From an optimization exercise on the open Yosys and OpenROAD flow, aimed at small area and a short achievable clock period; shortcuts taken in it are not production practice. Function was checked by simulation only, so behaviour that the tests miss may differ from the original. Power is estimated from default activity; no workload was simulated.

`flow/run.sh`:
```
#!/bin/bash
# The standard ORFS layout (standard.sh, standard synthesis unchanged) with these
# changes to how the layout is made:
#  - MATCH_CELL_FOOTPRINT=0: the platform sets 1, which lets timing repair swap a
#    cell only for one of the same width, so it can hardly upsize anything;
#  - the port buffers that buffer_ports inserts are buf_4 instead of the platform's
#    default pick, a slow delay cell (clkdlybuf4s50_1);
#  - the floorplan step's timing repair (before placement, on wire-load estimates)
#    runs with no setup margin; the repairs after CTS and global routing use
#    config.mk's SETUP_SLACK_MARGIN.
# Each make run's whole output goes to its own log here; ORFS keeps each step's log
# under orfs/logs.
set -euo pipefail
V=(MATCH_CELL_FOOTPRINT=0 "BUFFER_PORTS_ARGS=-buffer_cell sky130_fd_sc_hd__buf_4")
bash standard.sh "${V[@]}" SETUP_SLACK_MARGIN=0 synth floorplan > flow_make_floorplan.log 2>&1
bash standard.sh "${V[@]}" finish > flow_make_finish.log 2>&1
```
`standard.sh`:
```
#!/bin/bash
# synth_recipe.tcl (not shown) runs the flow's synth.tcl, then flattens the netlist and writes it again
# the make line also repeats each setting of config.mk as NAME=value (left out here)
make -C /OpenROAD-flow-scripts/flow DESIGN_CONFIG=/design/flow/config.mk WORK_HOME=/design/flow/orfs CLKGATE_MAP_FILE= SYNTH_SCRIPT=/design/flow/synth_recipe.tcl "${@:-finish}"
```
`config.mk`:
```
export PLATFORM = sky130hd
export DESIGN_NAME = fetch_dispatch
export DESIGN_NICKNAME = fetch_dispatch
export VERILOG_FILES = /design/flow/design.v
export SDC_FILE = /design/flow/constraint.sdc
export NUM_CORES = 4
export LEC_CHECK = 0
export CAP_MARGIN = 20
export CORE_MARGIN = 2
export CORE_UTILIZATION = 45
export CTS_CLUSTER_DIAMETER = 120
export CTS_CLUSTER_SIZE = 25
export SETUP_SLACK_MARGIN = 1.9
export SLEW_MARGIN = 20
export SYNTH_HIERARCHICAL = 1
export SYNTH_MINIMUM_KEEP_SIZE = 0
```
`constraint.sdc`:
```
create_clock -name core_clock -period 4.4 [get_ports {clk1}]
set_input_delay 0.8800 -clock core_clock [delete_from_list [all_inputs] [get_ports {clk1}]]
set_output_delay 0.8800 -clock core_clock [all_outputs]
set_load 0.01 [all_outputs]
```
`design.v`:
```
package fetch_dispatch_pkg;
    localparam int ROB_DEPTH  = 8;
    localparam int TAG_W      = 3;
    localparam int PC_W       = 7;
    localparam int IMEM_DEPTH = 128;
    localparam int CNT_W      = 4;
    localparam logic [6:0] OP_R    = 7'b0110011;
    localparam logic [6:0] OP_LOAD = 7'b0000011;
    localparam logic [6:0] F7_ADD = 7'b0000000;
    localparam logic [6:0] F7_SUB = 7'b0100000;
    localparam logic [6:0] F7_MUL = 7'b0000001;
endpackage
module fetch_unit
(
    input  logic            clk1,
    input  logic            rst_n,
    input  logic            hold,
    input  logic            imem_we,
    input  logic [fetch_dispatch_pkg::PC_W-1:0] imem_waddr,
    input  logic [31:0]     imem_wdata,
    output logic [fetch_dispatch_pkg::PC_W-1:0] pc,
    output logic [31:0]     inst,
    output logic            n_add,
    output logic            n_mul,
    output logic            n_load
);
    localparam int N  = fetch_dispatch_pkg::IMEM_DEPTH;
    localparam int AW = fetch_dispatch_pkg::PC_W;
    logic [N-1:0][31:0] imem;
    logic [N-1:0]       wsel;
    logic [N-1:0]       rsel;
    localparam int Q  = 4;
    localparam int NQ = N / Q;
    logic [Q-1:0][31:0] part;
    logic [Q-1:0][31:0] nxt_q;
    logic [31:0]        nxt;
    logic [AW-1:0]      pc_inc;
    assign pc_inc = pc + 1'b1;
    always_comb begin
        for (int i = 0; i < N; i++) begin
            wsel[i] = imem_we && (imem_waddr == AW'(i));
        end
    end
    always_ff @(posedge clk1) begin
        for (int i = 0; i < N; i++) begin
            if (wsel[i]) imem[i] <= imem_wdata;
        end
    end
    localparam int NL = (NQ + 2) / 3;
    logic [Q-1:0][NL-1:0][31:0] leaf_n;
    for (genvar q = 0; q < Q; q++) begin : g_q
        for (genvar l = 0; l < NL; l++) begin : g_l
            localparam int W0 = q * NQ + 3 * l;
            localparam int NW = (3 * l + 3 <= NQ) ? 3 : NQ - 3 * l;
            for (genvar b = 0; b < 32; b++) begin : g_b
                logic [2:0] s3, d3;
                for (genvar k = 0; k < 3; k++) begin : g_k
                    if (k < NW) begin : g_w
                        assign s3[k] = rsel[W0 + k];
                        assign d3[k] = imem[W0 + k][b];
                    end else begin : g_z
                        assign s3[k] = 1'b0;
                        assign d3[k] = 1'b0;
                    end
                end
                fetch_rd_aoi3 u_aoi (.s(s3), .d(d3), .y_n(leaf_n[q][l][b]));
            end
        end
    end
    always_comb begin
        for (int q = 0; q < Q; q++) begin
            part[q] = '1;
            for (int l = 0; l < NL; l++) part[q] = part[q] & leaf_n[q][l];
            part[q] = ~part[q];
        end
    end
    always_comb begin
        nxt = '0;
        for (int q = 0; q < Q; q++) nxt = nxt | nxt_q[q];
    end
    logic op_r;
    assign op_r   = nxt[6:0] == fetch_dispatch_pkg::OP_R;
    assign n_add  = op_r && (nxt[31:25] == fetch_dispatch_pkg::F7_ADD || nxt[31:25] == fetch_dispatch_pkg::F7_SUB);
    assign n_mul  = op_r && (nxt[31:25] == fetch_dispatch_pkg::F7_MUL);
    assign n_load = nxt[6:0] == fetch_dispatch_pkg::OP_LOAD;
    logic byp_pc, byp_inc;
    assign byp_pc  = imem_we && imem_waddr == pc;
    assign byp_inc = imem_we && imem_waddr == pc_inc;
    always_ff @(posedge clk1) begin
        if (!rst_n) begin
            nxt_q[0] <= wsel[0] ? imem_wdata : imem[0];
            for (int q = 1; q < Q; q++) nxt_q[q] <= '0;
        end else if ((!hold && byp_inc) || (hold && byp_pc)) begin
            nxt_q[0] <= imem_wdata;
            for (int q = 1; q < Q; q++) nxt_q[q] <= '0;
        end else if (!hold) begin
            nxt_q <= part;
        end
    end
    always_ff @(posedge clk1) begin
        if (!rst_n) begin
            pc    <= '0;
            rsel  <= N'(2);
            inst  <= '0;
        end else if (!hold) begin
            inst  <= nxt;
            pc    <= pc_inc;
            rsel  <= {rsel[N-2:0], rsel[N-1]};
        end
    end
endmodule
module fetch_rd_aoi3
(
    input  logic [2:0] s,
    input  logic [2:0] d,
    output logic       y_n
);
    assign y_n = !((s[0] && d[0]) || (s[1] && d[1]) || (s[2] && d[2]));
endmodule
module fetch_dispatch
(
    input  logic              clk1,
    input  logic              rst_n,
    input  logic              imem_we,
    input  logic [fetch_dispatch_pkg::PC_W-1:0]   imem_waddr,
    input  logic [31:0]       imem_wdata,
    input  logic              rs_add_free,
    input  logic              rs_mul_free,
    input  logic              rs_load_free,
    input  logic              rob_commit,
    input  logic [4:0]        rob_commit_dest,
    input  logic [fetch_dispatch_pkg::TAG_W-1:0]  rob_commit_tag,
    output logic [fetch_dispatch_pkg::PC_W-1:0]   pc,
    output logic [31:0]       inst,
    output logic              stall,
    output logic              disp_add_v,
    output logic              disp_mul_v,
    output logic              disp_load_v,
    output logic [6:0]        disp_fun7,
    output logic [2:0]        disp_fun3,
    output logic [4:0]        disp_rd,
    output logic [4:0]        disp_rs1,
    output logic [4:0]        disp_rs2,
    output logic [11:0]       disp_offset,
    output logic [fetch_dispatch_pkg::TAG_W-1:0]  disp_rob_tag,
    output logic              disp_src1_busy,
    output logic [fetch_dispatch_pkg::TAG_W-1:0]  disp_src1_tag,
    output logic              disp_src2_busy,
    output logic [fetch_dispatch_pkg::TAG_W-1:0]  disp_src2_tag
);
    localparam int TW = fetch_dispatch_pkg::TAG_W;
    logic f_add, f_mul, f_load;
    fetch_unit u_fetch (
        .clk1       (clk1),
        .rst_n      (rst_n),
        .hold       (hold),
        .imem_we    (imem_we),
        .imem_waddr (imem_waddr),
        .imem_wdata (imem_wdata),
        .pc         (pc),
        .inst       (inst),
        .n_add      (f_add),
        .n_mul      (f_mul),
        .n_load     (f_load)
    );
    logic [4:0] rs2, rs1, rd;
    assign rs2 = inst[24:20];
    assign rs1 = inst[19:15];
    assign rd  = inst[11:7];
    logic [fetch_dispatch_pkg::CNT_W-1:0] rob_count, rob_count_nx;
    logic [TW-1:0] rob_tail;
    logic          commit_ok;
    logic          issue;
    logic          is_add, is_mul, is_load;
    logic          k_add, k_mul, k_load, k_full;
    logic          room;
    logic          hold;
    assign room      = !rob_count[3];
    assign commit_ok = rob_commit && (rob_count != '0);
    assign issue     = room && ((is_add && rs_add_free) || (is_mul && rs_mul_free) || (is_load && rs_load_free));
    assign hold      = (is_add || is_mul || is_load) && !issue;
    assign stall     = k_full || (k_add && !rs_add_free) || (k_mul && !rs_mul_free) || (k_load && !rs_load_free);
    always_comb begin
        case ({issue, commit_ok})
            2'b10:   rob_count_nx = rob_count + 1'b1;
            2'b01:   rob_count_nx = rob_count - 1'b1;
            default: rob_count_nx = rob_count;
        endcase
    end
    logic n_add, n_mul, n_load, n_room;
    always_comb begin
        if (hold) begin
            n_add  = is_add;
            n_mul  = is_mul;
            n_load = is_load;
        end else begin
            n_add  = f_add;
            n_mul  = f_mul;
            n_load = f_load;
        end
        n_room = !rob_count_nx[3];
    end
    always_ff @(posedge clk1) begin
        if (!rst_n) begin
            rob_tail  <= '0;
            rob_count <= '0;
            is_add    <= 1'b0;
            is_mul    <= 1'b0;
            is_load   <= 1'b0;
            k_add     <= 1'b0;
            k_mul     <= 1'b0;
            k_load    <= 1'b0;
            k_full    <= 1'b0;
        end else begin
            if (issue) begin
                rob_tail <= rob_tail + 1'b1;
            end
            rob_count <= rob_count_nx;
            is_add    <= n_add;
            is_mul    <= n_mul;
            is_load   <= n_load;
            k_add     <= n_add && n_room;
            k_mul     <= n_mul && n_room;
            k_load    <= n_load && n_room;
            k_full    <= (n_add || n_mul || n_load) && !n_room;
        end
    end
    logic [31:1]   busy_q;
    logic [TW-1:0] tag_q [1:31];
    logic [31:0]   busy;
    logic [TW-1:0] tag_tbl [32];
    logic [31:1]   set_r, clr_r;
    always_comb begin
        busy[0]    = 1'b0;
        tag_tbl[0] = '0;
        for (int r = 1; r < 32; r++) begin
            busy[r]    = busy_q[r];
            tag_tbl[r] = tag_q[r];
        end
        for (int r = 1; r < 32; r++) begin
            set_r[r] = issue && (rd == 5'(r));
            clr_r[r] = commit_ok && (rob_commit_dest == 5'(r)) && (tag_tbl[r] == rob_commit_tag);
        end
    end
    always_ff @(posedge clk1) begin
        for (int r = 1; r < 32; r++) begin
            if (!rst_n)        busy_q[r] <= 1'b0;
            else if (set_r[r]) busy_q[r] <= 1'b1;
            else if (clr_r[r]) busy_q[r] <= 1'b0;
        end
    end
    always_ff @(posedge clk1) begin
        for (int r = 1; r < 32; r++) begin
            if (set_r[r]) tag_q[r] <= rob_tail;
        end
    end
    logic [TW-1:0] src1_tag, src2_tag;
    logic          src1_busy, src2_busy;
    always_comb begin
        src1_tag  = tag_tbl[rs1];
        src1_busy = (rs1 != '0) && busy[rs1]
                    && !(commit_ok && rob_commit_dest == rs1 && rob_commit_tag == src1_tag);
        src2_tag  = tag_tbl[rs2];
        src2_busy = (rs2 != '0) && busy[rs2]
                    && !(commit_ok && rob_commit_dest == rs2 && rob_commit_tag == src2_tag);
        if (is_load) begin
            src2_tag  = '0;
            src2_busy = 1'b0;
        end
    end
    always_ff @(posedge clk1) begin
        if (!rst_n) begin
            disp_add_v  <= 1'b0;
            disp_mul_v  <= 1'b0;
            disp_load_v <= 1'b0;
        end else begin
            disp_add_v  <= k_add && rs_add_free;
            disp_mul_v  <= k_mul && rs_mul_free;
            disp_load_v <= k_load && rs_load_free;
        end
    end
    always_ff @(posedge clk1) begin
        disp_fun7      <= inst[31:25];
        disp_rs2       <= rs2;
        disp_rs1       <= rs1;
        disp_fun3      <= inst[14:12];
        disp_rd        <= rd;
        disp_rob_tag   <= rob_tail;
        disp_src1_busy <= src1_busy;
        disp_src1_tag  <= src1_tag;
        disp_src2_busy <= src2_busy;
        disp_src2_tag  <= src2_tag;
    end
    assign disp_offset = {disp_fun7, disp_rs2};
endmodule
```
==> results.sh, run 1 <==
export IMPL_outcome="complete, no violations"
export IMPL_wl_met2_mm=239
export IMPL_grt_use_total_pct=27.6
export IMPL_grt_ovfl_total=0
export IMPL_first_pass_iters=13
export IMPL_via_per_inst=6.74
export IMPL_finClkSkew_ps=46.9
export IMPL_antenna_found_initial=49
export IMPL_grt_pass1_vias=89100
export IMPL_ys_types=85
export IMPL_grt_max_degree=105
export IMPL_die_area_sq_mm=0.364
export IMPL_ff2ff_path_depth=5
export IMPL_finalCritPeriodShare_pct=61.8
export IMPL_ios=145
export IMPL_place_hpwl_mm=306
export IMPL_synthArstFlopShare_pct=0
export IMPL_clk_path_buf_depth=4
export IMPL_placed_cells=13600
export IMPL_final_antenna_net_count=0
export IMPL_clkTransAtPathRegs_ps=100
export IMPL_crit_path_max_fanout=20
export IMPL_rsz0062_at_grt="yes"
export IMPL_path_class="reg -> reg"
export IMPL_core_sq_mm=0.358
export IMPL_area_growth_pct=13.9
export IMPL_drc=0
export IMPL_critical_path_arrival_ps=3570
export IMPL_finalSetupViolations=0
export IMPL_hold_path_class="in -> reg"
export IMPL_post_drt_wl_per_cell_microns=37.0
export IMPL_vdd_drop_max_uv=336
export IMPL_finalCriticalPeriod_ps=2720
export IMPL_num_vias=95400
export IMPL_netlist_area_sq_mm=0.162
export IMPL_clock_sinks=4568
export IMPL_gp_routability_congestion=0.911
export IMPL_synth_ff_type="edfxtp_1"
export IMPL_root_buffer="clkbuf_16"
export IMPL_drv_slew=0
export IMPL_drive_gt1_share_pct=16.2
export IMPL_num_nets_final=9249
export IMPL_min_path_cells=2
export IMPL_die_w_microns=604
export IMPL_mostFrequentLayoutCells="4189 x edfxtp_1, 1408 x a222oi_1, 609 x buf_4, 399 x nand4_1, 309 x dfxtp_1"
export IMPL_wl_met1_mm=198
export IMPL_p_leak_nw=56.7
export IMPL_io_buffer_count=144
export IMPL_fin_setup_tns_ps=0
export IMPL_required_ps=5250
export IMPL_clk_latency_ps=970
export IMPL_wl_met3_mm=62.0
export IMPL_row_count=220
export IMPL_die_h_microns=604
export IMPL_initial_utilization_pct=45.1
export IMPL_cts_tree="done"
export IMPL_final_cells=14200
export IMPL_syn_inst=8128
export IMPL_postCtsHoldBufs=0
export IMPL_drt_initial_drc_count=20800
export IMPL_synth_edf_count=4189
export IMPL_ys_ff_latch=4568
export IMPL_critPathCaptureType="flip-flop"
export IMPL_ys_seq_area_share_pct=82.4
export IMPL_maxCapViolCount=0
export IMPL_top_layer="met5"
export IMPL_yosys_warnings=10
export IMPL_grt_pass1_wl_mm=710
export IMPL_htree_levels=4
export IMPL_tightest_slew_ps=1170
export IMPL_wl_mm=524
export IMPL_hold_viol=0
export IMPL_cts_made_buffers=205
export IMPL_cp_start_kind="flip-flop"
export IMPL_layout_commonest_cell="edfxtp_1"
export IMPL_slew_headroom_pct=22.0
export IMPL_synth_avg_cell_area_sq_um=19.9
export IMPL_power_density_mw_per_mm2=398
export IMPL_timing_fmax_mhz=368
modules after synthesis (local to each module, per instance):
module	copies in the design	flip-flops and latches
fetch_unit	1	4391
fetch_dispatch	1	177
fetch_rd_aoi3	1408	0
worst paths after layout:
kind / start / end / slack (ps)
worst max-delay path: u_fetch.rsel[47] / u_fetch.nxt_q[37] / 1680
worst min-delay path: rs_load_free / disp_load_v / 210
worst max register to register: u_fetch.rsel[47] / u_fetch.nxt_q[37] / 1680
worst min register to register: u_fetch.inst[29] / disp_fun7[4] / 380
cells by family after synthesis:
kind of cell / synth area share [%]
AO/OA/AOI/OAI: 10.5
XOR/XNOR: 0.708
adder cells (fa/ha/maj): 0.0510
buffers and inverters: 0.549
flip-flops: 82.4
multiplexers: 1.50
other: 0.00232
AND/OR/NAND/NOR: 4.19
metrics by stage:
stage / hold slack (ps) / setup slack [ps] / util (%) / total power [mW] / area (sq um)
4_1_cts: 133 / 1710 / 50.8 / 73.3 / 182000
3_5_place_dp: 380 / 698 / 48.5 / 51.4 / 174000
6_report: 214 / 1680 / 51.4 / 73.4 / 184000
5_1_grt: 180 / 1620 / 51.4 / 75.1 / 184000
2_1_floorplan: 393 / 58.5 / - / 49.6 / 163000
3_3_place_gp: 377 / 676 / 48.5 / 51.3 / 174000
registers in the layout (all words and copies together), names as in the netlist, 3 cells and up:
signal	flops
busy_q	31
disp_fun3	3
disp_fun7	7
disp_rd	5
disp_rob_tag	3
disp_rs1	5
disp_rs2	5
disp_src1_tag	3
disp_src2_tag	3
rob_count	4
rob_tail	3
tag_q	93
u_fetch.imem	4096
u_fetch.inst	32
u_fetch.nxt_q	128
u_fetch.pc	7
u_fetch.rsel	128
cell usage after synthesis, types with 5 or more instances:
cell | count | area share [%]
edfxtp_1 | 4189 | 78
nand4b_1 | 5 | 0.027
nand3_1 | 110 | 0.34
a32oi_1 | 8 | 0.043
a21boi_0 | 7 | 0.032
and3_1 | 11 | 0.043
nand3b_1 | 7 | 0.032
nand2b_1 | 42 | 0.16
inv_1 | 12 | 0.028
o221a_2 | 19 | 0.13
o211a_1 | 37 | 0.23
buf_4 | 15 | 0.070
or4_1 | 24 | 0.11
xor2_1 | 17 | 0.092
mux2i_1 | 155 | 0.96
or2_2 | 5 | 0.019
a222oi_1 | 1408 | 8.7
a21o_1 | 6 | 0.028
o22ai_1 | 8 | 0.031
mux2_2 | 45 | 0.31
o211ai_1 | 6 | 0.028
nor2b_1 | 163 | 0.63
nor3_1 | 49 | 0.15
nand2_1 | 83 | 0.19
nor3b_1 | 6 | 0.028
a22oi_1 | 14 | 0.065
mux4_2 | 16 | 0.22
nor4_1 | 13 | 0.050
o21ai_0 | 16 | 0.050
clkbuf_1 | 100 | 0.23
dfxtp_1 | 379 | 4.7
o21a_1 | 63 | 0.29
nand4_1 | 399 | 1.5
o32ai_1 | 98 | 0.53
and2_1 | 20 | 0.077
a21oi_1 | 18 | 0.056
nor2_1 | 279 | 0.65
xnor2_1 | 112 | 0.61
a22o_1 | 5 | 0.027
buf_1 | 21 | 0.049
buf_2 | 41 | 0.13
a31oi_1 | 11 | 0.043
ha_1 | 5 | 0.039
per-layer routing:
layer	GRT usage, %	vias up
li1	-	38500
met1	38.3	49800
met2	43.0	6356
met3	5.55	788
met4	11.0	36
met5	0	-
critical path, cell delays in order, from the launching register on:
cell,delay [ps]
dfxtp_1,320
buf_4,240
a222oi_1,530
nand4_1,710
o32ai_1,740
nor2_4,70
repair_timing:
action | in CTS | in global routing
gates resized for setup | 246 | 294
gates cloned | 12 | 21
pin swaps | 56 | 139
setup endpoints to repair | 234 | 277
setup buffers | 107 | 42
report_power, final:
part,internal (mW),leakage [nW],switching [mW],total [mW]
Clock,9.18,2.84,13.1,22.3
Combinational,0.967,12.9,2.18,3.15
Sequential,47.6,41.0,0.329,47.9
Total,57.7,56.7,15.6,73.4
area by class of cell:
type | instances | area, sq um
multi-input combinational | 3620 | 31000
antenna | 24 | 60.1
inverter | 14 | 81.3
sequential | 4568 | 134000
tap | 4773 | 5970
clock inverter | 10 | 166
clock buffer | 372 | 5840
fill | 28400 | 174000
timing repair buffer | 780 | 7640
==> run 2: changes to the inputs <==
--- a/design.v
+++ b/design.v
@@ -46,24 +46,25 @@
             if (wsel[i]) imem[i] <= imem_wdata;
         end
     end
-    localparam int NL = (NQ + 2) / 3;
+    localparam int NL = NQ / 3 + 1;
     logic [Q-1:0][NL-1:0][31:0] leaf_n;
     for (genvar q = 0; q < Q; q++) begin : g_q
         for (genvar l = 0; l < NL; l++) begin : g_l
             localparam int W0 = q * NQ + 3 * l;
-            localparam int NW = (3 * l + 3 <= NQ) ? 3 : NQ - 3 * l;
             for (genvar b = 0; b < 32; b++) begin : g_b
-                logic [2:0] s3, d3;
-                for (genvar k = 0; k < 3; k++) begin : g_k
-                    if (k < NW) begin : g_w
-                        assign s3[k] = rsel[W0 + k];
-                        assign d3[k] = imem[W0 + k][b];
-                    end else begin : g_z
-                        assign s3[k] = 1'b0;
-                        assign d3[k] = 1'b0;
-                    end
+                if (3 * l + 3 <= NQ) begin : g_3
+                    fetch_rd_aoi3 u_aoi (
+                        .s   (rsel[W0 +: 3]),
+                        .d   ({imem[W0 + 2][b], imem[W0 + 1][b], imem[W0][b]}),
+                        .y_n (leaf_n[q][l][b])
+                    );
+                end else begin : g_2
+                    fetch_rd_aoi2 u_aoi (
+                        .s   (rsel[W0 +: 2]),
+                        .d   ({imem[W0 + 1][b], imem[W0][b]}),
+                        .y_n (leaf_n[q][l][b])
+                    );
                 end
-                fetch_rd_aoi3 u_aoi (.s(s3), .d(d3), .y_n(leaf_n[q][l][b]));
             end
         end
     end
@@ -86,15 +87,23 @@
     logic byp_pc, byp_inc;
     assign byp_pc  = imem_we && imem_waddr == pc;
     assign byp_inc = imem_we && imem_waddr == pc_inc;
+    logic [Q-1:0][31:0] nq_hold, nq_adv;
+    always_comb begin
+        for (int q = 0; q < Q; q++) begin
+            if (byp_pc)  nq_hold[q] = (q == 0) ? imem_wdata : '0;
+            else         nq_hold[q] = nxt_q[q];
+            if (byp_inc) nq_adv[q]  = (q == 0) ? imem_wdata : '0;
+            else         nq_adv[q]  = part[q];
+        end
+    end
     always_ff @(posedge clk1) begin
         if (!rst_n) begin
             nxt_q[0] <= wsel[0] ? imem_wdata : imem[0];
             for (int q = 1; q < Q; q++) nxt_q[q] <= '0;
-        end else if ((!hold && byp_inc) || (hold && byp_pc)) begin
-            nxt_q[0] <= imem_wdata;
-            for (int q = 1; q < Q; q++) nxt_q[q] <= '0;
-        end else if (!hold) begin
-            nxt_q <= part;
+        end else if (hold) begin
+            nxt_q <= nq_hold;
+        end else begin
+            nxt_q <= nq_adv;
         end
     end
     always_ff @(posedge clk1) begin
@@ -109,6 +118,14 @@
         end
     end
 endmodule
+module fetch_rd_aoi2
+(
+    input  logic [1:0] s,
+    input  logic [1:0] d,
+    output logic       y_n
+);
+    assign y_n = !((s[0] && d[0]) || (s[1] && d[1]));
+endmodule
 module fetch_rd_aoi3
 (
     input  logic [2:0] s,
@@ -173,13 +190,12 @@
     logic          issue;
     logic          is_add, is_mul, is_load;
     logic          k_add, k_mul, k_load, k_full;
-    logic          room;
+    logic          j_add, j_mul, j_load, j_full;
     logic          hold;
-    assign room      = !rob_count[3];
     assign commit_ok = rob_commit && (rob_count != '0);
-    assign issue     = room && ((is_add && rs_add_free) || (is_mul && rs_mul_free) || (is_load && rs_load_free));
-    assign hold      = (is_add || is_mul || is_load) && !issue;
     assign stall     = k_full || (k_add && !rs_add_free) || (k_mul && !rs_mul_free) || (k_load && !rs_load_free);
+    assign issue     = (j_add && rs_add_free) || (j_mul && rs_mul_free) || (j_load && rs_load_free);
+    assign hold      = j_full || (j_add && !rs_add_free) || (j_mul && !rs_mul_free) || (j_load && !rs_load_free);
     always_comb begin
         case ({issue, commit_ok})
             2'b10:   rob_count_nx = rob_count + 1'b1;
@@ -200,6 +216,13 @@
         end
         n_room = !rob_count_nx[3];
     end
+    logic m_add, m_mul, m_load, m_any;
+    always_comb begin
+        m_add  = hold ? (is_add && n_room)  : (f_add && n_room);
+        m_mul  = hold ? (is_mul && n_room)  : (f_mul && n_room);
+        m_load = hold ? (is_load && n_room) : (f_load && n_room);
+        m_any  = hold ? (is_add || is_mul || is_load) : (f_add || f_mul || f_load);
+    end
     always_ff @(posedge clk1) begin
         if (!rst_n) begin
             rob_tail  <= '0;
@@ -211,6 +234,10 @@
             k_mul     <= 1'b0;
             k_load    <= 1'b0;
             k_full    <= 1'b0;
+            j_add     <= 1'b0;
+            j_mul     <= 1'b0;
+            j_load    <= 1'b0;
+            j_full    <= 1'b0;
         end else begin
             if (issue) begin
                 rob_tail <= rob_tail + 1'b1;
@@ -223,6 +250,10 @@
             k_mul     <= n_mul && n_room;
             k_load    <= n_load && n_room;
             k_full    <= (n_add || n_mul || n_load) && !n_room;
+            j_add     <= m_add;
+            j_mul     <= m_mul;
+            j_load    <= m_load;
+            j_full    <= m_any && !n_room;
         end
     end
     logic [31:1]   busy_q;
@@ -274,9 +305,9 @@
             disp_mul_v  <= 1'b0;
             disp_load_v <= 1'b0;
         end else begin
-            disp_add_v  <= k_add && rs_add_free;
-            disp_mul_v  <= k_mul && rs_mul_free;
-            disp_load_v <= k_load && rs_load_free;
+            disp_add_v  <= j_add && rs_add_free;
+            disp_mul_v  <= j_mul && rs_mul_free;
+            disp_load_v <= j_load && rs_load_free;
         end
     end
     always_ff @(posedge clk1) begin
==> results.sh, run 2 <==
export IMPL_outcome="complete, no violations"
export IMPL_path_class="reg -> out"
export IMPL_largestRegisters="u_fetch.imem (4096), u_fetch.nxt_q (128), u_fetch.rsel (128)"
export IMPL_min_to="disp_add_v"
export IMPL_hold_path_class="in -> reg"
export IMPL_finalCritPeriodShare_pct=64.3
export IMPL_required_ps=3520
export IMPL_first_pass_iters=9
export IMPL_ys_ff_latch=4569
export IMPL_synth_edf_count=4189
export IMPL_setup_ws_ps=1570
export IMPL_comb_power_share_pct=3.1
export IMPL_netlist_area_sq_mm=0.162
export IMPL_antenna_found_initial=26
export IMPL_place_hpwl_mm=296
export IMPL_mostFrequentLayoutCells="4189 x edfxtp_1, 1282 x a222oi_1, 570 x buf_4, 308 x nand4_1, 293 x dfxtp_1"
export IMPL_tightest_slew_ps=1200
export IMPL_synth_ff_type="edfxtp_1"
export IMPL_fin_setup_tns_ps=0
export IMPL_finalSetupViolations=0
export IMPL_wl_mm=508
export IMPL_drc=0
export IMPL_die_w_microns=604
export IMPL_initial_utilization_pct=45.2
export IMPL_yosys_top_cells_count="4189 x edfxtp_1, 1282 x a222oi_1, 380 x dfxtp_1"
export IMPL_gp_routability_congestion=0.950
export IMPL_timing_fmax_mhz=354
export IMPL_core_sq_mm=0.359
export IMPL_p_clk_share_pct=30.9
export IMPL_slew_headroom_pct=20.2
export IMPL_switching_share_pct=20.7
export IMPL_r2r_start="u_fetch.rsel[18]"
export IMPL_drive_gt1_share_pct=17.4
export IMPL_synth_avg_cell_area_sq_um=19.7
export IMPL_clock_sinks=4569
export IMPL_synth_largest_area_cell="edfxtp_1"
export IMPL_finalCriticalPeriod_ps=2830
export IMPL_grt_use_total_pct=26.8
export IMPL_io_buffer_count=144
export IMPL_cp_start_kind="flip-flop"
export IMPL_ys_types=88
export IMPL_ff2ff_path_depth=6
export IMPL_crit_path_max_fanout=2
export IMPL_drt_initial_drc_count=18800
export IMPL_final_antenna_net_count=0
export IMPL_num_vias=93000
export IMPL_synth_area_leaders="edfxtp_1 78%, a222oi_1 7.9%, dfxtp_1 4.7%"
export IMPL_ios=145
export IMPL_syn_inst=8241
export IMPL_hold_viol=0
export IMPL_critical_path_arrival_ps=1950
export IMPL_power_density_mw_per_mm2=395
export IMPL_final_area_sq_mm=0.183
export IMPL_area_growth_pct=12.8
export IMPL_rsz0062_at_grt="yes"
export IMPL_fillers=28600
export IMPL_place_ws_ps=871
export IMPL_die_area_sq_mm=0.365
export IMPL_yosys_warnings=10
export IMPL_p_total_mw=72.3
export IMPL_clkTransAtPathRegs_ps=100
export IMPL_die_h_microns=604
export IMPL_layout_commonest_cell="edfxtp_1"
export IMPL_root_buffer="clkbuf_16"
export IMPL_drv_slew=0
export IMPL_synth_top_area_share_pct=77.6
export IMPL_seq_power_share_pct=66.0
export IMPL_cts_tree="done"
export IMPL_grt_max_degree=112
export IMPL_via_per_inst=6.67
export IMPL_finClkSkew_ps=71.3
export IMPL_row_count=220
export IMPL_num_nets_final=9053
export IMPL_min_from="rs_add_free"
export IMPL_yosysMostFrequentCell="edfxtp_1"
export IMPL_rr_endpoint="u_fetch.nxt_q[0]"
export IMPL_grt_pass1_wl_mm=692
export IMPL_clk_latency_ps=1000
export IMPL_p_leak_nw=55.7
export IMPL_r2r_setup_slack_ps=1770
export IMPL_clk_path_buf_depth=4
export IMPL_post_dp_cell_area_sq_mm=0.173
export IMPL_ys_seq_area_share_pct=82.3
export IMPL_critPathCaptureType="primary output"
export IMPL_synthArstFlopShare_pct=0
export IMPL_htree_levels=4
export IMPL_grt_pass1_vias=87100
export IMPL_cts_made_buffers=208
export IMPL_post_drt_wl_per_cell_microns=36.4
export IMPL_min_path_cells=2
export IMPL_p_int_mw=57.3
export IMPL_regMostFlops="u_fetch.imem"
export IMPL_vdd_drop_max_uv=316
export IMPL_p_switching_mw=15.0
export IMPL_grt_ovfl_total=0
export IMPL_largest_register_ffs=4096
export IMPL_maxCapViolCount=0
## run 2: cell types whose count changed after synthesis, moves of 94 or more
| cell | change |
|---|---|
| nor3_1 | +128 |
| o32ai_1 | -95 |
| a222oi_1 | -126 |
| nor2_1 | -97 |
| a22oi_2 | +128 |
| nand2_1 | +108 |
| o21ai_0 | +94 |
## run 2: Yosys stat by module (local to each module, per instance)
| module | flip-flops and latches | cell area, sq um |
|---|---|---|
| fetch_rd_aoi3 | 0 | 10.0 |
| fetch_unit | 4391 | 138000 |
| fetch_dispatch | 178 | 9780 |
| fetch_rd_aoi2 | 0 | 12.5 |
## run 2: metal layers
metal  share of wire (%)  track usage, %  vias to the layer above
li1                    -               -                    38000
met1                  38            37.2                    48700
met2                  46            42.3                     5715
met3                  11            5.28                      619
met4                 4.2            9.62                        6
met5              0.0083               0                        -
## run 2: worst max-delay path, cell delays in order, from the launching register on
cell,delay (ps)
dfxtp_2,330
a222oi_1,370
nand2b_1,150
buf_6,150
## run 2: cells by family after synthesis
| group | share of synthesized area [%] |
|---|---|
| AO/OA/AOI/OAI | 10.4 |
| flip-flops | 82.3 |
| adder cells (fa/ha/maj) | 0.0509 |
| AND/OR/NAND/NOR | 4.44 |
| multiplexers | 1.52 |
| XOR/XNOR | 0.711 |
| buffers and inverters | 0.594 |
## run 2: worst max path at each step
stage / from / end / slack (ps)
floorplan: imem_waddr[5] / u_fetch.imem[64] / 2
global placement: imem_waddr[6] / u_fetch.nxt_q[39] / 830
detailed placement: imem_waddr[6] / u_fetch.nxt_q[82] / 870
CTS: u_fetch.inst[18] / inst[18] / 1540
global route: j_add / stall / 1470
finish: j_add / stall / 1570
## run 2: power by group through the flow
stage	registers [mW]	logic, mW	clock network (mW)
floorplan	48.6	0.534	0
global placement	48.7	1.83	0
detailed placement	48.7	1.89	0
CTS	47.7	2.08	22.7
global route	47.7	2.30	24.1
finish	47.7	2.22	22.3
## run 2: per-stage QoR
stage                     std cells  util [%]  hold slack (ps)
after floorplan                8241         -              389
after global placement        13400      48.2              443
after detailed placement      13400      48.2              441
after CTS                     13900      50.4              126
after global routing          13900      50.9              151
final                         14000      50.9              188
## run 2: final cells by class
class                   count  area, sq um  share of cell area [%]
well taps                4773         5970                    3.27
repair buffers            709         6670                    3.65
diodes                     15         37.5                  0.0205
clock inverters            17          275                   0.151
multi-input cells        3476        30300                    16.6
flip-flops and latches   4569       134000                    73.1
clock buffers             367         5800                    3.17
inverters                  29          123                  0.0671
## run 2: timing repair
action | CTS | global route
hold buffers | 0 | 0
setup endpoints to repair | 213 | 287
buffers inserted | 71 | 43
resized for setup | 311 | 229
pin swaps | 56 | 89
cloned | 7 | 17
==> run 3: changes to the inputs <==
--- a/design.v
+++ b/design.v
@@ -20,6 +20,7 @@
     input  logic [31:0]     imem_wdata,
     output logic [fetch_dispatch_pkg::PC_W-1:0] pc,
     output logic [31:0]     inst,
+    output logic [31:7]     inst_i,
     output logic            n_add,
     output logic            n_mul,
     output logic            n_load
@@ -35,7 +36,16 @@
     logic [Q-1:0][31:0] nxt_q;
     logic [31:0]        nxt;
     logic [AW-1:0]      pc_inc;
-    assign pc_inc = pc + 1'b1;
+    always_ff @(posedge clk1) begin
+        if (!rst_n) begin
+            pc_inc <= AW'(1);
+        end else if (!hold) begin
+            pc_inc <= pc_inc + 1'b1;
+        end
+    end
+    always_ff @(posedge clk1) begin
+        if (!hold) inst_i <= nxt[31:7];
+    end
     always_comb begin
         for (int i = 0; i < N; i++) begin
             wsel[i] = imem_we && (imem_waddr == AW'(i));
@@ -167,6 +177,7 @@
 );
     localparam int TW = fetch_dispatch_pkg::TAG_W;
     logic f_add, f_mul, f_load;
+    logic [31:7] inst_i;
     fetch_unit u_fetch (
         .clk1       (clk1),
         .rst_n      (rst_n),
@@ -176,26 +187,27 @@
         .imem_wdata (imem_wdata),
         .pc         (pc),
         .inst       (inst),
+        .inst_i     (inst_i),
         .n_add      (f_add),
         .n_mul      (f_mul),
         .n_load     (f_load)
     );
     logic [4:0] rs2, rs1, rd;
-    assign rs2 = inst[24:20];
-    assign rs1 = inst[19:15];
-    assign rd  = inst[11:7];
+    assign rs2 = inst_i[24:20];
+    assign rs1 = inst_i[19:15];
+    assign rd  = inst_i[11:7];
     logic [fetch_dispatch_pkg::CNT_W-1:0] rob_count, rob_count_nx;
     logic [TW-1:0] rob_tail;
     logic          commit_ok;
     logic          issue;
     logic          is_add, is_mul, is_load;
     logic          k_add, k_mul, k_load, k_full;
-    logic          j_add, j_mul, j_load, j_full;
+    logic          jn_add, jn_mul, jn_load, jn_full;
     logic          hold;
     assign commit_ok = rob_commit && (rob_count != '0);
     assign stall     = k_full || (k_add && !rs_add_free) || (k_mul && !rs_mul_free) || (k_load && !rs_load_free);
-    assign issue     = (j_add && rs_add_free) || (j_mul && rs_mul_free) || (j_load && rs_load_free);
-    assign hold      = j_full || (j_add && !rs_add_free) || (j_mul && !rs_mul_free) || (j_load && !rs_load_free);
+    assign issue     = (!jn_add && rs_add_free) || (!jn_mul && rs_mul_free) || (!jn_load && rs_load_free);
+    assign hold      = !jn_full || (!jn_add && !rs_add_free) || (!jn_mul && !rs_mul_free) || (!jn_load && !rs_load_free);
     always_comb begin
         case ({issue, commit_ok})
             2'b10:   rob_count_nx = rob_count + 1'b1;
@@ -234,10 +246,10 @@
             k_mul     <= 1'b0;
             k_load    <= 1'b0;
             k_full    <= 1'b0;
-            j_add     <= 1'b0;
-            j_mul     <= 1'b0;
-            j_load    <= 1'b0;
-            j_full    <= 1'b0;
+            jn_add    <= 1'b1;
+            jn_mul    <= 1'b1;
+            jn_load   <= 1'b1;
+            jn_full   <= 1'b1;
         end else begin
             if (issue) begin
                 rob_tail <= rob_tail + 1'b1;
@@ -250,10 +262,10 @@
             k_mul     <= n_mul && n_room;
             k_load    <= n_load && n_room;
             k_full    <= (n_add || n_mul || n_load) && !n_room;
-            j_add     <= m_add;
-            j_mul     <= m_mul;
-            j_load    <= m_load;
-            j_full    <= m_any && !n_room;
+            jn_add    <= !m_add;
+            jn_mul    <= !m_mul;
+            jn_load   <= !m_load;
+            jn_full   <= !(m_any && !n_room);
         end
     end
     logic [31:1]   busy_q;
@@ -305,16 +317,16 @@
             disp_mul_v  <= 1'b0;
             disp_load_v <= 1'b0;
         end else begin
-            disp_add_v  <= j_add && rs_add_free;
-            disp_mul_v  <= j_mul && rs_mul_free;
-            disp_load_v <= j_load && rs_load_free;
+            disp_add_v  <= !jn_add && rs_add_free;
+            disp_mul_v  <= !jn_mul && rs_mul_free;
+            disp_load_v <= !jn_load && rs_load_free;
         end
     end
     always_ff @(posedge clk1) begin
-        disp_fun7      <= inst[31:25];
+        disp_fun7      <= inst_i[31:25];
         disp_rs2       <= rs2;
         disp_rs1       <= rs1;
-        disp_fun3      <= inst[14:12];
+        disp_fun3      <= inst_i[14:12];
         disp_rd        <= rd;
         disp_rob_tag   <= rob_tail;
         disp_src1_busy <= src1_busy;
==> results.sh, run 3 <==
export IMPL_mostFrequentLayoutCells="4214 x edfxtp_1, 1280 x a222oi_1, 628 x buf_4, 315 x dfxtp_1, 306 x nand4_1"
export IMPL_grt_pass1_wl_mm=682
export IMPL_p_leak_nw=55.5
export IMPL_grt_ovfl_total=0
export IMPL_io_buffer_count=144
export IMPL_largest_register_ffs=4096
export IMPL_clkTransAtPathRegs_ps=100
export IMPL_die_area_sq_mm=0.367
export IMPL_rsz0062_at_grt="yes"
export IMPL_slew_headroom_pct=10.7
export IMPL_grt_use_total_pct=26.2
export IMPL_path_class="reg -> reg"
export IMPL_layout_commonest_cell="edfxtp_1"
export IMPL_cts_tree="done"
export IMPL_min_to="u_fetch.imem[2]"
export IMPL_critical_path_arrival_ps=3320
export IMPL_num_vias=92300
export IMPL_post_drt_wl_per_cell_microns=35.4
export IMPL_via_per_inst=6.61
export IMPL_synth_ff_type="edfxtp_1"
export IMPL_tightest_slew_ps=1340
export IMPL_ys_seq_area_share_pct=82.5
export IMPL_core_sq_mm=0.359
export IMPL_cts_made_buffers=208
export IMPL_setup_ws_ps=1840
export IMPL_postCtsHoldBufs=0
export IMPL_post_dp_cell_area_sq_mm=0.174
export IMPL_netlist_area_sq_mm=0.163
export IMPL_die_h_microns=605
export IMPL_finalSetupViolations=0
export IMPL_htree_levels=4
export IMPL_cp_start_kind="flip-flop"
export IMPL_fillers=28900
export IMPL_r2r_setup_slack_ps=1840
export IMPL_required_ps=5160
export IMPL_min_path_cells=3
export IMPL_outcome="complete, no violations"
export IMPL_final_area_sq_mm=0.182
export IMPL_synth_top_area_share_pct=77.7
export IMPL_finalCritPeriodShare_pct=58.3
export IMPL_num_nets_final=9043
export IMPL_crit_path_max_fanout=9
export IMPL_drive_gt1_share_pct=16.1
export IMPL_largestRegisters="u_fetch.imem (4096), u_fetch.nxt_q (128), u_fetch.rsel (128)"
export IMPL_area_growth_pct=11.8
export IMPL_clock_sinks=4604
export IMPL_synth_largest_area_cell="edfxtp_1"
export IMPL_syn_inst=8240
export IMPL_ff2ff_path_depth=5
export IMPL_drv_slew=0
export IMPL_ys_types=86
export IMPL_die_w_microns=605
export IMPL_crit_slowest_cell="or4_1"
export IMPL_root_buffer="clkbuf_16"
export IMPL_regMostFlops="u_fetch.imem"
export IMPL_synthArstFlopShare_pct=0
export IMPL_ios=145
export IMPL_synth_area_leaders="edfxtp_1 78%, a222oi_1 7.9%, dfxtp_1 4.8%"
export IMPL_hold_viol=0
export IMPL_ys_ff_latch=4604
export IMPL_grt_max_degree=133
export IMPL_yosys_top_cells_count="4214 x edfxtp_1, 1280 x a222oi_1, 390 x dfxtp_1"
export IMPL_min_from="imem_wdata[2]"
export IMPL_power_density_mw_per_mm2=400
export IMPL_finClkSkew_ps=106
export IMPL_maxCapViolCount=0
export IMPL_grt_pass1_vias=87700
export IMPL_synth_avg_cell_area_sq_um=19.8
export IMPL_drt_initial_drc_count=18000
export IMPL_yosysMostFrequentCell="edfxtp_1"
export IMPL_finalCriticalPeriod_ps=2560
export IMPL_timing_fmax_mhz=390
export IMPL_first_pass_iters=10
export IMPL_place_hpwl_mm=306
export IMPL_place_ws_ps=385
export IMPL_initial_utilization_pct=45.3
export IMPL_cp_cell_sequence="buf_4 -> a222oi_1 -> nand4_1 -> or4_1 -> o221a_2"
export IMPL_max_stage_delay_ps=650
export IMPL_fin_setup_tns_ps=0
export IMPL_gp_routability_congestion=0.933
export IMPL_synth_edf_count=4214
export IMPL_final_util_pct=50.6
export IMPL_r2r_start="u_fetch.rsel[18]"
export IMPL_clk_latency_ps=1000
export IMPL_row_count=220
export IMPL_final_antenna_net_count=0
export IMPL_yosys_warnings=10
export IMPL_vdd_drop_max_uv=347
export IMPL_drc=0
export IMPL_hold_path_class="in -> reg"
export IMPL_rr_endpoint="u_fetch.nxt_q[24]"
export IMPL_critPathCaptureType="flip-flop"
export IMPL_clk_path_buf_depth=4
export IMPL_antenna_found_initial=47
export IMPL_wl_mm=495
## run 3: cell count changes in the layout (fill, tap and decap cells not counted), moves of 31 or more
cell       change
or4_1         +44
nor2_1       +161
nor3_4        -44
mux2_2        -47
o21ai_1       -42
o2bb2ai_1     +89
buf_4         +58
a221o_1       -31
nor3_2        -32
o21ai_0       -68
a21oi_1       +36
nor2b_1      -123
## run 3: report_power, final
group / switching (mW) / internal (mW)
Combinational: 1.62 / 0.531
Clock: 13.2 / 9.25
Sequential: 0.207 / 47.9
## run 3: worst max-delay path by stage
stage                           from                end
global route         u_fetch.rsel[3]  u_fetch.nxt_q[29]
detailed placement      rs_load_free            jn_full
CTS                  u_fetch.rsel[3]  u_fetch.nxt_q[29]
finish              u_fetch.rsel[18]  u_fetch.nxt_q[24]
floorplan              imem_waddr[4]   u_fetch.imem[32]
global placement         rs_add_free            jn_full
## run 3: kinds of logic (layout without fill, tap and decap cells)
family,count (synthesis),in the layout,share of synthesized area (%)
AO/OA/AOI/OAI,1751,1752,10.5
adder cells (fa/ha/maj),6,6,0.0507
multiplexers,191,191,1.31
flip-flops,4604,4604,82.5
XOR/XNOR,134,134,0.721
other,0,33,0
AND/OR/NAND/NOR,1356,1356,4.28
buffers and inverters,198,1117,0.626
## run 3: per-layer routing
layer / GRT usage [%] / wire length (microns) / vias to the layer above
met5: 0 / 106 / -
met3: 3.94 / 45800 / 749
li1: - / - / 38000
met1: 35.2 / 188000 / 48400
met2: 42.7 / 237000 / 5194
met4: 11.5 / 23700 / 16
## run 3: Yosys stat by module, one instance, submodules excluded
module	cells	flops+latches	copies in the design
fetch_dispatch	932	181	1
fetch_rd_aoi2	1	0	128
fetch_rd_aoi3	1	0	1280
fetch_unit	5900	4423	1
## run 3: layout make-up
class,instances,area (sq um),area share [%]
well taps,4773,5970,3.28
diodes,33,82.6,0.0454
repair buffers,708,5970,3.28
clock buffers,372,5890,3.24
inverters,22,101,0.0557
flip-flops and latches,4604,134000,73.9
multi-input cells,3439,29200,16.1
clock inverters,15,244,0.134
## run 3: metrics by stage
stage	hold slack (ps)	cells	total power [mW]
floorplan	323	8240	49.6
global placement	328	13500	51.0
detailed placement	327	13500	51.1
CTS	168	13900	73.0
global route	221	14000	74.6
finish	234	14000	72.7
## run 3: repair_timing
item                                    4_1_cts  5_1_grt
endpoints found under the setup margin      137      117
gates resized for setup                     217       63
cloned                                        3        1
pin swaps                                    73       53
setup buffers                                80        9
## run 3: worst max-delay path, delay by kind of cell, from the launching register on
family                 cells  cell delay [ps]
AND/OR/NAND/NOR            2             1150
AO/OA/AOI/OAI              2              590
flip-flops                 1              400
buffers and inverters      1              190
==> run 4: changes to the inputs <==
--- a/config.mk
+++ b/config.mk
@@ -7,7 +7,7 @@
 export LEC_CHECK = 0
 export CAP_MARGIN = 20
 export CORE_MARGIN = 2
-export CORE_UTILIZATION = 45
+export CORE_UTILIZATION = 50
 export CTS_CLUSTER_DIAMETER = 120
 export CTS_CLUSTER_SIZE = 25
 export SETUP_SLACK_MARGIN = 1.9
==> results.sh, run 4 <==
export IMPL_cp_cell_sequence="buf_4 -> clkbuf_16 -> a222oi_1 -> nand4_1 -> or4_1 -> o221a_2"
export IMPL_crit_path_max_fanout=4
export IMPL_yosys_warnings=10
export IMPL_outcome="complete, no violations"
export IMPL_clkTransAtPathRegs_ps=110
export IMPL_finClkSkew_ps=58.9
export IMPL_cp_start_kind="flip-flop"
export IMPL_ff2ff_path_depth=6
export IMPL_io_buffer_count=144
export IMPL_critPathCaptureType="flip-flop"
export IMPL_row_count=209
export IMPL_synth_area_leaders="edfxtp_1 78%, a222oi_1 7.9%, dfxtp_1 4.8%"
export IMPL_ys_seq_area_share_pct=82.5
export IMPL_final_antenna_net_count=0
export IMPL_hold_path_class="in -> reg"
export IMPL_placed_cells=13100
export IMPL_largestRegisters="u_fetch.imem (4096), u_fetch.nxt_q (128), u_fetch.rsel (128)"
export IMPL_post_drt_wl_per_cell_microns=37.8
export IMPL_largest_register_ffs=4096
export IMPL_num_nets_final=9176
export IMPL_yosysMostFrequentCell="edfxtp_1"
export IMPL_synthSimpleGateAreaFrac_pct=4.28
export IMPL_mostFrequentLayoutCells="4214 x edfxtp_1, 1280 x a222oi_1, 720 x buf_4, 306 x nand4_1, 281 x dfxtp_1"
export IMPL_synth_top_family_by_area="compound AO/OA/AOI/OAI gates"
export IMPL_grt_pass1_vias=88600
export IMPL_die_w_microns=575
export IMPL_r2r_start="u_fetch.rsel[18]"
export IMPL_vdd_drop_max_uv=378
export IMPL_synth_avg_cell_area_sq_um=19.8
export IMPL_min_from="rob_commit_dest[4]"
export IMPL_drv_slew=0
export IMPL_synth_largest_area_cell="edfxtp_1"
export IMPL_finalSetupViolations=0
export IMPL_drive_gt1_share_pct=17.7
export IMPL_synth_top_area_share_pct=77.7
export IMPL_htree_levels=4
export IMPL_netlist_area_sq_mm=0.163
export IMPL_via_per_inst=6.93
export IMPL_r2r_setup_slack_ps=1690
export IMPL_timing_fmax_mhz=368
export IMPL_grt_use_total_pct=30.4
export IMPL_clock_sinks=4604
export IMPL_rr_endpoint="u_fetch.nxt_q[1]"
export IMPL_post_dp_cell_area_sq_mm=0.174
export IMPL_core_sq_mm=0.324
export IMPL_synth_compound_area_share_pct=10.5
export IMPL_ios=145
export IMPL_finalCritPeriodShare_pct=61.7
export IMPL_p_leak_nw=56.4
export IMPL_synth_edf_count=4214
export IMPL_die_h_microns=575
export IMPL_min_path_cells=4
export IMPL_power_density_mw_per_mm2=397
export IMPL_synthArstFlopShare_pct=0
export IMPL_regMostFlops="u_fetch.imem"
export IMPL_cts_made_buffers=207
export IMPL_wl_mm=516
export IMPL_grt_ovfl_total=0
export IMPL_required_ps=5080
export IMPL_place_hpwl_mm=322
export IMPL_num_vias=94700
export IMPL_yosys_top_cells_count="4214 x edfxtp_1, 1280 x a222oi_1, 390 x dfxtp_1"
export IMPL_max_stage_delay_ps=670
export IMPL_die_area_sq_mm=0.330
export IMPL_grt_max_degree=90
export IMPL_hold_viol=0
export IMPL_maxCapViolCount=0
export IMPL_synth_xor_area_share_pct=0.721
export IMPL_finalCriticalPeriod_ps=2710
export IMPL_area_growth_pct=12.4
export IMPL_drt_initial_drc_count=19700
export IMPL_grt_pass1_wl_mm=707
export IMPL_rsz0062_at_grt="yes"
export IMPL_critical_path_arrival_ps=3400
export IMPL_synth_ff_type="edfxtp_1"
export IMPL_ys_ff_latch=4604
export IMPL_layout_commonest_cell="edfxtp_1"
export IMPL_final_area_sq_mm=0.183
export IMPL_final_cells=13700
export IMPL_drc=0
export IMPL_synth_fa_ha_area_share_pct=0.0507
export IMPL_root_buffer="clkbuf_16"
export IMPL_ys_types=86
export IMPL_clk_path_buf_depth=4
export IMPL_slew_headroom_pct=21.1
export IMPL_clk_latency_ps=950
export IMPL_fillers=24400
export IMPL_fin_setup_tns_ps=0
export IMPL_tightest_slew_ps=1180
export IMPL_syn_inst=8240
export IMPL_min_to="disp_src2_busy"
export IMPL_cts_tree="done"
export IMPL_first_pass_iters=11
export IMPL_crit_slowest_cell="or4_1"
export IMPL_initial_utilization_pct=50.2
export IMPL_synth_mux_area_share_pct=1.31
export IMPL_antenna_found_initial=55
export IMPL_gp_routability_congestion=0.953
export IMPL_path_class="reg -> reg"
-- run 4: cell types whose count changed in the layout (fill, tap and decap cells not counted), sizes merged --
cell    before  now
buf        704  834
diode       33   57
clkbuf     376  380
clkinv       9    5
bufinv       0    1
inv         28   27
-- run 4: per-stage QoR --
stage / util (%) / hold slack, ps / power, mW / worst slack [ps]
2_1_floorplan: - / 323 / 49.6 / 138
3_3_place_gp: 53.6 / 326 / 51.0 / 495
3_5_place_dp: 53.7 / 337 / 51.1 / 606
4_1_cts: 56.1 / 266 / 72.7 / 1770
5_1_grt: 56.4 / 367 / 74.3 / 1680
6_report: 56.5 / 341 / 72.6 / 1690
-- run 4: cell families after synthesis --
logic type / count (synthesis)
buffers and inverters: 198
adders and majority gates: 6
and+or+nand+nor: 1356
xor gates and xnor gates: 134
muxes: 191
DFF: 4604
AOI/OAI and AO/OA: 1751
-- run 4: how the worst max path moves through the flow --
stage / from / endpoint / slack (ps)
5_1_grt: u_fetch.rsel[18] / u_fetch.nxt_q[3] / 1680
6_report: u_fetch.rsel[18] / u_fetch.nxt_q[1] / 1690
4_1_cts: u_fetch.rsel[18] / u_fetch.nxt_q[31] / 1770
2_1_floorplan: imem_waddr[4] / u_fetch.imem[32] / 140
3_5_place_dp: rs_load_free / jn_full / 610
3_3_place_gp: rs_load_free / jn_full / 490
-- run 4: report_power, final --
part           total (mW)  internal (mW)  switching [mW]
sequential           48.1           47.9           0.245
combinational        2.15          0.531            1.62
clock                22.3           9.20            13.1
total                72.6           57.6            15.0
-- run 4: per-module statistics from Yosys (local to each module, per instance) --
module | area, sq um | cells inside
fetch_dispatch | 9860 | 932
fetch_rd_aoi2 | 12.5 | 1
fetch_rd_aoi3 | 10.0 | 1
fetch_unit | 139000 | 5900
-- run 4: layer usage --
layer	up-vias	global-route usage, %	wire (microns)
met1	49600	43.3	199000
met4	22	11.9	23100
li1	38400	-	-
met3	724	4.35	53600
met2	6032	47.9	240000
met5	-	0	144
-- run 4: what timing repair did --
item / 4_1_cts / 5_1_grt
pin swaps: 127 / 122
setup endpoints to repair: 257 / 225
hold buffers: 0 / 0
setup buffers: 104 / 59
resized for setup: 282 / 107
cloned: 3 / 2
-- run 4: worst max-delay path: cells and delay by family (launching register included) --
| kind | cells | cell delay, ps |
|---|---|---|
| DFF | 1 | 390 |
| AOI/OAI and AO/OA | 2 | 520 |
| buffers and inverters | 2 | 320 |
| and+or+nand+nor | 2 | 1260 |
-- run 4: cell type report --
class                           instances  area (sq um)  area share, %
Clock inverter                         11           158         0.0862
Timing Repair Buffer                  842          7400           4.04
Tap cell                             4325          5410           2.96
Clock buffer                          372          5850           3.20
Antenna cell                           57           143         0.0780
Sequential cell                      4604        135000           73.6
Inverter                               22           100         0.0547
Multi-Input combinational cell       3439         29300           16.0
==> run 5: changes to the inputs <==
--- a/config.mk
+++ b/config.mk
@@ -7,10 +7,10 @@
 export LEC_CHECK = 0
 export CAP_MARGIN = 20
 export CORE_MARGIN = 2
-export CORE_UTILIZATION = 50
+export CORE_UTILIZATION = 45
 export CTS_CLUSTER_DIAMETER = 120
 export CTS_CLUSTER_SIZE = 25
-export SETUP_SLACK_MARGIN = 1.9
+export SETUP_SLACK_MARGIN = 2.1
 export SLEW_MARGIN = 20
 export SYNTH_HIERARCHICAL = 1
 export SYNTH_MINIMUM_KEEP_SIZE = 0
==> results.sh, run 5 <==
export IMPL_initial_utilization_pct=45.3
export IMPL_die_w_microns=605
export IMPL_syn_inst=8240
export IMPL_r2r_setup_slack_ps=1750
export IMPL_io_buffer_count=144
export IMPL_wl_met2_mm=239
export IMPL_r2r_start="u_fetch.nxt_q[26]"
export IMPL_wl_mm=502
export IMPL_path_class="reg -> reg"
export IMPL_die_area_sq_mm=0.367
export IMPL_via_per_inst=6.61
export IMPL_clkTransAtPathRegs_ps=110
export IMPL_grt_pass1_vias=88400
export IMPL_largestRegisters="u_fetch.imem (4096), u_fetch.nxt_q (128), u_fetch.rsel (128)"
export IMPL_num_nets_final=9185
export IMPL_grt_pass1_wl_mm=691
export IMPL_num_vias=93300
export IMPL_post_drt_wl_per_cell_microns=35.6
export IMPL_final_cells=14100
export IMPL_wl_met3_mm=48.4
export IMPL_final_area_sq_mm=0.185
export IMPL_largest_register_ffs=4096
export IMPL_ios=145
export IMPL_core_sq_mm=0.359
export IMPL_timing_fmax_mhz=378
export IMPL_area_growth_pct=13.5
export IMPL_synth_area_leaders="edfxtp_1 78%, a222oi_1 7.9%, dfxtp_1 4.8%"
export IMPL_root_buffer="clkbuf_16"
export IMPL_placed_cells=13500
export IMPL_rr_endpoint="jn_mul"
export IMPL_finalSetupViolations=0
export IMPL_finalCritPeriodShare_pct=60.1
export IMPL_synth_avg_cell_area_sq_um=19.8
export IMPL_final_util_pct=51.4
export IMPL_power_density_mw_per_mm2=394
export IMPL_netlist_area_sq_mm=0.163
export IMPL_hold_viol=0
export IMPL_yosysMostFrequentCell="edfxtp_1"
export IMPL_synth_top_area_share_pct=77.7
export IMPL_critPathCaptureType="flip-flop"
export IMPL_top_layer="met5"
export IMPL_rsz0062_at_grt="yes"
export IMPL_drt_initial_drc_count=18000
export IMPL_p_leak_nw=56.7
export IMPL_post_dp_cell_area_sq_mm=0.174
export IMPL_layout_commonest_cell="edfxtp_1"
export IMPL_maxCapViolCount=0
export IMPL_drive_gt1_share_pct=18.8
export IMPL_grt_ovfl_total=0
export IMPL_wl_met1_mm=190
export IMPL_drc=0
export IMPL_grt_max_degree=133
export IMPL_min_path_cells=3
export IMPL_ys_seq_area_share_pct=82.5
export IMPL_cts_tree="done"
export IMPL_grt_use_total_pct=26.6
export IMPL_gp_routability_congestion=0.933
export IMPL_synth_edf_count=4214
export IMPL_drv_slew=0
export IMPL_min_to="u_fetch.imem[2]"
export IMPL_first_pass_iters=9
export IMPL_setup_ws_ps=1750
export IMPL_outcome="complete, no violations"
export IMPL_synth_largest_area_cell="edfxtp_1"
export IMPL_clock_sinks=4604
export IMPL_fin_setup_tns_ps=0
export IMPL_finClkSkew_ps=100
export IMPL_place_ws_ps=385
export IMPL_mostFrequentLayoutCells="4214 x edfxtp_1, 1280 x a222oi_1, 595 x buf_4, 306 x nand4_1, 226 x clkbuf_16"
export IMPL_hold_path_class="in -> reg"
export IMPL_yosys_top_cells_count="4214 x edfxtp_1, 1280 x a222oi_1, 390 x dfxtp_1"
export IMPL_cts_made_buffers=208
export IMPL_cp_start_kind="flip-flop"
export IMPL_critical_path_arrival_ps=3470
export IMPL_required_ps=5220
export IMPL_regMostFlops="u_fetch.imem"
export IMPL_synthArstFlopShare_pct=0
export IMPL_ys_ff_latch=4604
export IMPL_die_h_microns=605
export IMPL_ys_types=86
export IMPL_p_total_mw=72.8
export IMPL_yosys_warnings=10
export IMPL_clk_latency_ps=1000
export IMPL_antenna_found_initial=43
export IMPL_place_hpwl_mm=306
export IMPL_slew_headroom_pct=4.76
export IMPL_ff2ff_path_depth=9
export IMPL_finalCriticalPeriod_ps=2650
export IMPL_hold_ws_ps=229
export IMPL_synth_ff_type="edfxtp_1"
export IMPL_tightest_slew_ps=1430
export IMPL_postCtsHoldBufs=0
export IMPL_clk_path_buf_depth=4
export IMPL_min_from="imem_wdata[2]"
export IMPL_row_count=220
export IMPL_htree_levels=4
export IMPL_vdd_drop_max_uv=345
export IMPL_crit_path_max_fanout=2
export IMPL_final_antenna_net_count=0
run 5: cells by family after synthesis:
family	synth area share [%]
DFF	82.5
adders and majority gates	0.0507
and+or+nand+nor	4.28
AOI/OAI and AO/OA	10.5
muxes	1.31
buffers and inverters	0.626
xor gates and xnor gates	0.721
run 5: power breakdown:
part           switching [mW]  leakage, nW  internal (mW)
Sequential              0.216         41.4           47.9
Clock                    13.2         2.90           9.25
Combinational            1.65         12.4          0.617
Total                    15.1         56.7           57.7
run 5: per-layer routing:
layer / vias up / track usage, %
met2: 5509 / 43.0
met4: 22 / 12.0
met3: 733 / 4.10
met1: 48700 / 35.8
li1: 38300 / -
met5: - / 0
run 5: worst max-delay path, cell delays in order, from the launching register on:
cell and delay, ps:
edfxtp_1 560, or4_4 710, nor4_4 180, nand3_2 100, buf_8 160, nor3b_4 220
mux2i_1 110, nor2b_1 190, nor2b_4 180, inv_1 40
run 5: how the worst max path moves through the flow:
stage,from,endpoint,slack (ps),cells after the start
floorplan,imem_waddr[4],u_fetch.imem[32],140,4
global placement,rs_add_free,jn_full,230,14
detailed placement,rs_load_free,jn_full,380,13
CTS,u_fetch.rsel[3],u_fetch.nxt_q[29],1810,6
global route,u_fetch.nxt_q[6],jn_mul,1660,11
finish,u_fetch.nxt_q[26],jn_mul,1750,9
run 5: repair_timing:
action / in CTS / in global routing
gates resized for setup: 576 / 104
pin swaps: 213 / 147
cloned: 15 / 3
endpoints found under the setup margin: 467 / 392
setup buffers: 152 / 65
run 5: layout make-up:
| type | count | area (sq um) |
|---|---|---|
| inverters | 22 | 110 |
| flip-flops and latches | 4604 | 135000 |
| fillers | 28700 | 175000 |
| clock inverters | 15 | 244 |
| well taps | 4773 | 5970 |
| multi-input cells | 3439 | 29600 |
| diodes | 28 | 70.1 |
| clock buffers | 372 | 5890 |
| repair buffers | 850 | 8120 |
run 5: Yosys stat by module, one instance, submodules excluded:
module / times used / area [sq um]
fetch_dispatch: 1 / 9860
fetch_rd_aoi3: 1280 / 10.0
fetch_unit: 1 / 139000
fetch_rd_aoi2: 128 / 12.5
==> run 6: changes to the inputs <==
--- a/config.mk
+++ b/config.mk
@@ -10,7 +10,8 @@
 export CORE_UTILIZATION = 45
 export CTS_CLUSTER_DIAMETER = 120
 export CTS_CLUSTER_SIZE = 25
-export SETUP_SLACK_MARGIN = 2.1
+export PLACE_DENSITY = 0.7
+export SETUP_SLACK_MARGIN = 1.9
 export SLEW_MARGIN = 20
 export SYNTH_HIERARCHICAL = 1
 export SYNTH_MINIMUM_KEEP_SIZE = 0
==> results.sh, run 6 <==
export IMPL_startpoint="u_fetch.rsel[1]"
export IMPL_largestRegisters="u_fetch.imem (4096), u_fetch.nxt_q (128), u_fetch.rsel (128)"
export IMPL_ff2ff_path_depth=7
export IMPL_r2r_start="u_fetch.rsel[1]"
export IMPL_crit_slowest_cell="a222oi_1"
export IMPL_multiInputGateArea_sq_mm=0.0295
export IMPL_final_util_pct=50.8
export IMPL_fillers=28200
export IMPL_seq_power_share_pct=66.3
export IMPL_ys_ff_latch=4604
export IMPL_synthArstFlopShare_pct=0
export IMPL_netlist_area_sq_mm=0.163
export IMPL_clkTransAtPathRegs_ps=100
export IMPL_vdd_drop_max_uv=354
export IMPL_outcome="complete, no violations"
export IMPL_root_buffer="clkbuf_16"
export IMPL_largest_register_ffs=4096
export IMPL_synth_compound_area_share_pct=10.5
export IMPL_clk_latency_ps=950
export IMPL_rsz0062_at_grt="yes"
export IMPL_core_sq_mm=0.359
export IMPL_p_int_mw=57.6
export IMPL_critical_path_arrival_ps=3480
export IMPL_synth_ff_type="edfxtp_1"
export IMPL_finalCritPeriodShare_pct=63.0
export IMPL_p_leak_nw=55.8
export IMPL_crit_path_max_fanout=3
export IMPL_finalSetupViolations=0
export IMPL_seqCellArea_sq_mm=0.135
export IMPL_final_area_sq_mm=0.183
export IMPL_p_switching_mw=14.9
export IMPL_synth_mux_area_share_pct=1.31
export IMPL_num_vias=94400
export IMPL_antenna_found_initial=52
export IMPL_synth_xor_area_share_pct=0.721
export IMPL_fin_setup_tns_ps=0
export IMPL_slew_headroom_pct=16.5
export IMPL_r2r_setup_slack_ps=1630
export IMPL_max_stage_delay_ps=920
export IMPL_hold_path_class="in -> reg"
export IMPL_synth_edf_count=4214
export IMPL_tightest_slew_ps=1250
export IMPL_layout_commonest_cell="edfxtp_1"
export IMPL_syn_inst=8240
export IMPL_final_cells=14000
export IMPL_num_nets_final=9053
export IMPL_min_path_cells=2
export IMPL_initial_utilization_pct=45.3
export IMPL_htree_levels=4
export IMPL_regMostFlops="u_fetch.imem"
export IMPL_postCtsHoldBufs=0
export IMPL_io_buffer_count=144
export IMPL_maxCapViolCount=0
export IMPL_synth_area_leaders="edfxtp_1 78%, a222oi_1 7.9%, dfxtp_1 4.8%"
export IMPL_timing_fmax_mhz=361
export IMPL_synth_top_area_share_pct=77.7
export IMPL_grt_pass1_wl_mm=680
export IMPL_drv_slew=0
export IMPL_yosys_warnings=10
export IMPL_cts_made_buffers=207
export IMPL_synth_fa_ha_area_share_pct=0.0507
export IMPL_finalCriticalPeriod_ps=2770
export IMPL_cp_cell_sequence="buf_12 -> a222oi_1 -> nand4_1 -> nor2_4 -> nand4_1 -> o22ai_1 -> o21ba_2"
export IMPL_grt_use_total_pct=26.1
export IMPL_area_growth_pct=12.1
export IMPL_synthSimpleGateAreaFrac_pct=4.28
export IMPL_p_clk_share_pct=30.6
export IMPL_p_total_mw=72.5
export IMPL_post_drt_wl_per_cell_microns=35.3
export IMPL_drive_gt1_share_pct=16.6
export IMPL_required_ps=5110
==> run 6: cell types whose count changed in the layout (fill, tap and decap cells not counted), sizes merged <==
cell / change
buf: -124
clkbuf: -8
clkinv: -2
clkinvlp: -1
diode: -3
inv: +3
==> run 6: cells by family (layout without fill, tap and decap cells) <==
family | after synthesis | after routing
compound gates | 1751 | 1752
mux | 191 | 191
xor+xnor | 134 | 134
simple gates | 1356 | 1356
flops | 4604 | 4604
other cells | 0 | 25
fa+ha+maj | 6 | 6
buf+inv | 198 | 1127
==> run 6: cell type report <==
class                           instances  area share (%)
Antenna cell                           25          0.0343
Clock buffer                          371            3.19
Clock inverter                         15           0.149
Inverter                               22          0.0569
Multi-Input combinational cell       3439            16.2
Sequential cell                      4604            73.7
Tap cell                             4773            3.27
Timing Repair Buffer                  719            3.44
==> run 6: routing by layer <==
metal / track usage, % / vias to the layer above / share of wire (%) / wire length (microns)
met1: 34.7 / 48200 / 35 / 175000
met2: 40.8 / 7173 / 46 / 227000
met4: 13.1 / 24 / 5.8 / 28600
li1: - / 38000 / - / -
met3: 5.71 / 970 / 13 / 62400
met5: 0 / - / 0.034 / 167
==> run 6: through the flow <==
step / hold slack (ps) / setup WS, ps
2_1_floorplan: 323 / 138
3_3_place_gp: 329 / 642
3_5_place_dp: 329 / 803
4_1_cts: 228 / 1730
5_1_grt: 272 / 1700
6_report: 277 / 1630
==> run 6: Yosys stat by module, one instance, submodules excluded <==
module	area, sq um	flops+latches	cells inside	copies in the design
fetch_rd_aoi3	10.0	0	1	1280
fetch_dispatch	9860	181	932	1
fetch_unit	139000	4423	5900	1
fetch_rd_aoi2	12.5	0	1	128
==> run 6: how the worst max path moves through the flow <==
stage | to | slack, ps | cells after the start
2_1_floorplan | u_fetch.imem[32] | 140 | 4
4_1_cts | u_fetch.nxt_q[29] | 1730 | 6
5_1_grt | u_fetch.nxt_q[1] | 1700 | 5
6_report | u_fetch.nxt_q[29] | 1630 | 7
3_3_place_gp | jn_full | 640 | 14
3_5_place_dp | jn_mul | 800 | 8
==> run 6: worst max-delay path, delay by kind of cell (launching register included) <==
family,cells,cell delay (ps)
buf+inv,1,120
compound gates,3,1300
flops,1,370
simple gates,3,740
==> run 6: repair_timing <==
action / in CTS / in global routing
setup buffers: 78 / 40
cloned: 8 / 2
pin swaps: 98 / 129
gates resized for setup: 291 / 124
endpoints found under the setup margin: 235 / 325
==> run 6: power groups by stage <==
stage	clock network (mW)	logic [mW]	registers, mW
after detailed placement	0	1.98	49.1
final	22.2	2.19	48.1
after global placement	0	1.92	49.1
after floorplan	0	0.582	49.0
after CTS	22.3	2.09	48.1
after global routing	23.7	2.27	48.1

[port drivers added, routing unchanged]
How much do the figures lean on ideal ports? The routed layouts below were timed once more, with nothing changed but the port constraints.
Step 1 sets driving cells, clkbuf_16 on the clock port and buf_2 on the other inputs (assumed; they add their load-dependent delay and slew).
Step 2, shift: input delay + t, output delay - t, t = (earliest + latest rising clock arrival at the registers) / 2. This alone moves slack from input paths to output paths.
Slacks: ideal ports / drivers / drivers and shift; pairs: ideal ports / drivers.
| run | shift t [ns] | setup WS [ns] | worst data-port slew with drivers (ns) |
|---|---|---|---|
| run 1 | 1.055 | 1.680 / 1.667 / 0.714 | 0.24 |
| run 2 | 1.088 | 1.572 / 1.452 / 0.905 | 0.40 |
| run 3 | 1.055 | 1.835 / 1.827 / 0.882 | 0.21 |
| run 4 | 1.029 | 1.686 / 1.686 / 0.744 | 0.20 |
| run 5 | 1.057 | 1.754 / 1.754 / 0.992 | 0.22 |
| run 6 | 1.025 | 1.630 / 1.630 / 0.639 | 0.25 |
After both steps setup and hold are still met in every run listed. The setup slack of run 6, which loses most, moves by 0.000 ns with the drivers and by -0.991 ns with both steps.
